Context: an optimization exercise on an open-source flow, tuned for small area and a short achievable clock period. The choices shown serve that exercise and are no tape-out recipe. Where RTL was checked, it was by simulation tests only, not by an equivalence proof against the original. Power is estimated from default activity; no workload was simulated.

Setup of build 7:
Design tdm_mac_top, start of the top module:
module tdm_mac_top (
  input  logic               clk,
  input  logic               rst,
  input  logic               ce,
  input  logic               in_valid,
  input  logic [1:0]         in_ch,
  input  logic [1:0]         mode,
  input  logic signed [17:0] a,
  input  logic signed [17:0] b,
  input  logic signed [17:0] d,
  input  logic [7:0]         acc_len,
  output logic               out_valid,
  output logic [1:0]         out_ch,
  output logic signed [39:0] p,
  output logic               ovf
);
==> flow/config.mk <==
export PLATFORM = sky130hd
export DESIGN_NAME = tdm_mac_top
export DESIGN_NICKNAME = tdm_mac_top
export VERILOG_FILES = /design/flow/design.v
export SDC_FILE = /design/flow/constraint.sdc
export NUM_CORES = 4
export LEC_CHECK = 0
export CAP_MARGIN = 20
export CORE_MARGIN = 2
export CORE_UTILIZATION = 40
export SETUP_SLACK_MARGIN = 4.3
export SLEW_MARGIN = 20
==> flow/constraint.sdc <==
create_clock -name core_clock -period 8.2 [get_ports {clk}]
set_input_delay 1.6400 -clock core_clock [delete_from_list [all_inputs] [get_ports {clk}]]
set_output_delay 1.6400 -clock core_clock [all_outputs]
set_load 0.01 [all_outputs]
standard.sh (not shown) runs the stock make flow with config.mk's settings and CLKGATE_MAP_FILE= SYNTH_SCRIPT=/design/flow/synth_recipe.tcl, a recipe that flattens the netlist after the stock synthesis.
==> flow/flow/run.sh <==
#!/bin/bash
# Own flow: the standard layout (standard.sh), except that the input and
# output ports are buffered with the smallest buffer cell, sky130_fd_sc_hd__buf_1,
# instead of the resizer's default pick; the resizer still resizes these
# buffers later where timing or slew needs it.  The tool output goes to
# standard_flow.log here (and ORFS's own logs under orfs/logs/).
set -euo pipefail
bash standard.sh "BUFFER_PORTS_ARGS=-buffer_cell sky130_fd_sc_hd__buf_1" finish > standard_flow.log 2>&1
Setup changes, build 7 to build 52
- TNS_END_PERCENT newly set to 5
- SETUP_SLACK_MARGIN changed from 4.3 to 4.5
==> flow/flow/run.sh <==
#!/bin/bash
# Own flow: the standard layout (standard.sh) with two changes that only
# save cell area:
#  * the input and output ports are buffered with the smallest buffer cell,
#    sky130_fd_sc_hd__buf_1 (the resizer still resizes them where needed);
#  * clock tree synthesis uses sky130_fd_sc_hd__clkbuf_8 with sink clusters of
#    at most 16 flip-flops, and inserts no dummy loads.
# The tool output goes to standard_flow.log here (and ORFS's own logs under
# orfs/logs/).
set -euo pipefail
bash standard.sh \
  "BUFFER_PORTS_ARGS=-buffer_cell sky130_fd_sc_hd__buf_1" \
  "CTS_ARGS=-sink_clustering_enable -repair_clock_nets -dont_use_dummy_load -buf_list sky130_fd_sc_hd__clkbuf_8 -sink_clustering_size 16 -sink_clustering_max_diameter 45" \
  finish > standard_flow.log 2>&1
Of build 52 and build 7, the run reporting the higher number of antenna violations at the first check in global routing was build 52.
From build 7 to build 52 the numbers moved as follows: transition at the pin with the smallest max-transition slack higher, sequential power saw a decrease, share of power burned in combinational logic increased by 5.3 points relative to the old numbers.
Looking at the reports, build 52 completed the entire flow and the layout it produced met the timing, design-rule and antenna checks.
Compared with build 7, build 52 shows a lower clock period minus final worst setup slack.
As of build 52, clock buffer instance count of the final layout had fallen by more than 10% compared to build 7.
Sort build 52 and build 7 by post-route worst setup slack asc -> top: build 7
Build 52 vs build 7, wire length of the first global-routing pass went up by 0.77%.
Between build 7 and build 52, final instance count without filler cells increased.
Build 52 and build 7 ended up with nearly the same required time at the worst-slack endpoint.
[inputs] build 62 vs build 52
- a deleted TNS_END_PERCENT that had been 5
- a change of SETUP_SLACK_MARGIN from 4.5 to 4.3
==> flow/run.sh (new file) <==
#!/bin/bash
# synth_recipe.tcl (not shown) runs the flow's synth.tcl, then flattens the netlist and writes it again
# the make line also repeats each setting of config.mk as NAME=value (left out here)
make -C /OpenROAD-flow-scripts/flow DESIGN_CONFIG=/design/flow/config.mk WORK_HOME=/design/flow/orfs CLKGATE_MAP_FILE= SYNTH_SCRIPT=/design/flow/synth_recipe.tcl finish
removed: flow/flow/run.sh
removed: flow/standard.sh
Findings:
Build 62 completed; timing, DRC and antenna clean. Summary of build 62 over build 52: count of clock-buffer cells in the layout grew by 4; total power +about 4%. Measured against each other, build 52 and build 62 differ in switching share of power, the higher figure coming from build 52. Compared to build 52, the routing of build 62 uses less wire. Classification of the worst setup path = input pin to register: build 62; classification of the worst setup path = register to register: build 52.
#### Input delta (build 71 over build 62)
- SETUP_SLACK_MARGIN now 4.8, was 4.3
Findings:
- Compared build 62 against build 71; share of the clock period used by the worst path within noise.
- Higher proportion of power drawn by flip-flops and latches goes to build 62 over build 71.
- Wire length reported by the detailed router up about 20% in build 71 wrt build 62
- On share of the core filled with cells: between build 62 and build 71, it ends up higher for build 71.
- Compared to build 62, build 71 has total buffers and inverters traversed by the critical path 3 higher.
- Per the comparison of build 71 with build 62, buffering overhead now sits higher, number of well taps saw little to no change, critical path depth increased by 4 relative to the old numbers, placed cell count barely changed.
Relative to build 71, the following input files were edited for build 46:
- changing SETUP_SLACK_MARGIN from 4.8 to 4.3
==> flow/flow/run.sh (new file) <==
#!/bin/bash
# Own flow: the standard layout (standard.sh) with two changes that only
# save cell area:
#  * the input and output ports are buffered with the smallest buffer cell,
#    sky130_fd_sc_hd__buf_1 (the resizer still resizes them where needed);
#  * clock tree synthesis uses sky130_fd_sc_hd__clkbuf_4 and _8 with sink clusters of
#    at most 10 flip-flops, and inserts no dummy loads.
# The tool output goes to standard_flow.log here (and ORFS's own logs under
# orfs/logs/).
set -euo pipefail
bash standard.sh \
  "BUFFER_PORTS_ARGS=-buffer_cell sky130_fd_sc_hd__buf_1" \
  "CTS_ARGS=-sink_clustering_enable -repair_clock_nets -dont_use_dummy_load -buf_list {sky130_fd_sc_hd__clkbuf_4 sky130_fd_sc_hd__clkbuf_8} -sink_clustering_size 10 -sink_clustering_max_diameter 35" \
  finish > standard_flow.log 2>&1
==> flow/standard.sh (new file) <==
#!/bin/bash
# synth_recipe.tcl (not shown) runs the flow's synth.tcl, then flattens the netlist and writes it again
# the make line also repeats each setting of config.mk as NAME=value (left out here)
make -C /OpenROAD-flow-scripts/flow DESIGN_CONFIG=/design/flow/config.mk WORK_HOME=/design/flow/orfs CLKGATE_MAP_FILE= SYNTH_SCRIPT=/design/flow/synth_recipe.tcl "${@:-finish}"
removed: flow/run.sh
Build 46 was carried through to the last stage, and its layout satisfied the timing, design-rule and antenna checks.
On worst hold slack, build 71 loses to build 46.
Fmax: build 46 higher than build 71
Average wire length per cell after detail routing (lower): build 46
Count of multi-input combinational gates: build 71 vs build 46 — no meaningful difference
Total power: build 46 below build 71
Between build 71 and build 46, clock period minus final worst setup slack is higher for build 71, build 46 comes in under that.
Note that the total number of vias recorded for build 71 amounts to 1.10 times the value seen in build 46.

* * *

## before
Another version of the RTL of tdm_mac_top (not shown whole).
Size in the first run: ~2600 cells after synthesis.
==> flow/config.mk <==
export PLATFORM = sky130hd
export DESIGN_NAME = tdm_mac_top
export DESIGN_NICKNAME = tdm_mac_top
export VERILOG_FILES = /design/flow/design.v
export SDC_FILE = /design/flow/constraint.sdc
export NUM_CORES = 4
export LEC_CHECK = 0
export CAP_MARGIN = 20
export CORE_MARGIN = 2
export CORE_UTILIZATION = 40
export SETUP_SLACK_MARGIN = 4.3
export SLEW_MARGIN = 20
export SYNTH_HIERARCHICAL = 1
==> flow/constraint.sdc <==
create_clock -name core_clock -period 8.2 [get_ports {clk}]
set_input_delay 1.6400 -clock core_clock [delete_from_list [all_inputs] [get_ports {clk}]]
set_output_delay 1.6400 -clock core_clock [all_outputs]
set_load 0.01 [all_outputs]
run.sh (not shown) runs the stock make flow with config.mk's settings and CLKGATE_MAP_FILE= SYNTH_SCRIPT=/design/flow/synth_recipe.tcl, a recipe that flattens the netlist after the stock synthesis.
Stock flow here: none of the scripts above is used.
Here is what was changed in the inputs of after compared with before.
# before
export LEC_CHECK = 0
export CAP_MARGIN = 20
export CORE_MARGIN = 2
export CORE_UTILIZATION = 40
export SETUP_SLACK_MARGIN = 4.3
export SLEW_MARGIN = 20
export SYNTH_HIERARCHICAL = 1
create_clock -name core_clock -period 8.2 [get_ports {clk}]
# after
export LEC_CHECK = 0
export CAP_MARGIN = 20
export CORE_MARGIN = 2
export CORE_UTILIZATION = 40
export SETUP_SLACK_MARGIN = 4.5
export SLEW_MARGIN = 20
export SYNTH_HIERARCHICAL = 1
create_clock -name core_clock -period 8.2 [get_ports {clk}]
[summary]
after vs before, worst setup slack for register-to-register paths went up by 0.02 ns.
Measured against each other, before and after differ in total routing resource utilization after global routing, the lower figure coming from before.
Data required time at the worst endpoint delta for after relative to before: 1.97 ns higher
No functional check of the RTL was part of any run of this note.

* * *

RTL: one of the versions met above, not the one the previous note started from.
Size: about 2500 cells after synthesis, about 110 I/O pins, ~0.027 sq mm of cells after synthesis.
==> flow/config.mk <==
export PLATFORM = sky130hd
export DESIGN_NAME = tdm_mac_top
export DESIGN_NICKNAME = tdm_mac_top
export VERILOG_FILES = /design/flow/design.v
export SDC_FILE = /design/flow/constraint.sdc
export NUM_CORES = 4
export LEC_CHECK = 0
export CAP_MARGIN = 20
export CORE_MARGIN = 2
export CORE_UTILIZATION = 40
export SETUP_SLACK_MARGIN = 4.3
export SLEW_MARGIN = 20
export TNS_END_PERCENT = 5
==> flow/constraint.sdc <==
create_clock -name core_clock -period 8.2 [get_ports {clk}]
set_input_delay 1.6400 -clock core_clock [delete_from_list [all_inputs] [get_ports {clk}]]
set_output_delay 1.6400 -clock core_clock [all_outputs]
set_load 0.01 [all_outputs]
standard.sh (not shown) runs the stock make flow with config.mk's settings and CLKGATE_MAP_FILE= SYNTH_SCRIPT=/design/flow/synth_recipe.tcl, a recipe that flattens the netlist after the stock synthesis.
==> flow/flow/run.sh <==
#!/bin/bash
# Own flow: the standard layout (standard.sh) with two changes that only
# save cell area:
#  * the input and output ports are buffered with the smallest buffer cell,
#    sky130_fd_sc_hd__buf_1 (the resizer still resizes them where needed);
#  * clock tree synthesis uses sky130_fd_sc_hd__clkbuf_8 with sink clusters of
#    at most 16 flip-flops, and inserts no dummy loads.
# The tool output goes to standard_flow.log here (and ORFS's own logs under
# orfs/logs/).
set -euo pipefail
bash standard.sh \
  "BUFFER_PORTS_ARGS=-buffer_cell sky130_fd_sc_hd__buf_1" \
  "CTS_ARGS=-sink_clustering_enable -repair_clock_nets -dont_use_dummy_load -buf_list sky130_fd_sc_hd__clkbuf_8 -sink_clustering_size 16 -sink_clustering_max_diameter 45" \
  finish > standard_flow.log 2>&1
Change:
CORE_UTILIZATION = 60   (was 40)
TNS_END_PERCENT = default   (was 5)
Outcome: Cell count went down by 7.9%; sequential power stays flat; total power rose by 0.88%; utilization rose by 22 points; combinational power grows by about 3%; via count came out higher by 0.69%; clock skew came out lower by 0.0097 ns.

## afterwards: timing with drivers on the ports
The results above use ideal ports. As a check the final layouts listed here were re-extracted and re-timed, cells and wires unchanged. Step 1 assumes that a clkbuf_16 drives the clock port and a buf_2 every other input. Step 2, shift: input delay + t, output delay - t, t = (earliest + latest rising clock arrival at the registers) / 2. This alone moves slack from input paths to output paths. a / b / c = no drivers / after step 1 / after step 2; a / b = the first two.
run | shift t [ns] | slack for setup (ns) | hold WS [ns] | cell pins on the clock port's net
build 7 | 0.623 | 4.396 / 4.396 / 3.856 | 0.414 / 0.414 / 0.414 | 1
build 52 | 0.660 | 4.476 / 4.476 / 3.871 | 0.360 / 0.360 / 0.360 | 1
build 62 | 0.629 | 4.347 / 4.337 / 3.749 | 0.412 / 0.412 / 0.412 | 1
build 71 | 0.644 | 4.337 / 4.337 / 4.004 | 0.409 / 0.409 / 0.409 | 1
build 46 | 0.659 | 4.368 / 4.368 / 3.821 | 0.417 / 0.417 / 0.417 | 1
before | 0.639 | 4.309 / 4.247 / 3.754 | 0.418 / 0.418 / 0.418 | 1
after | 0.641 | 4.361 / 4.347 / 3.933 | 0.418 / 0.418 / 0.418 | 1
the first run of note 3 | 0.658 | 4.363 / 4.363 / 3.765 | 0.361 / 0.361 / 0.361 | 1
the second run of note 3 | 0.670 | 4.391 / 4.391 / 3.792 | 0.401 / 0.401 / 0.401 | 1
After both steps setup and hold are still met in every run listed. The setup slack of build 52, which loses most, moves by 0.000 ns with the drivers and by -0.605 ns with both steps.
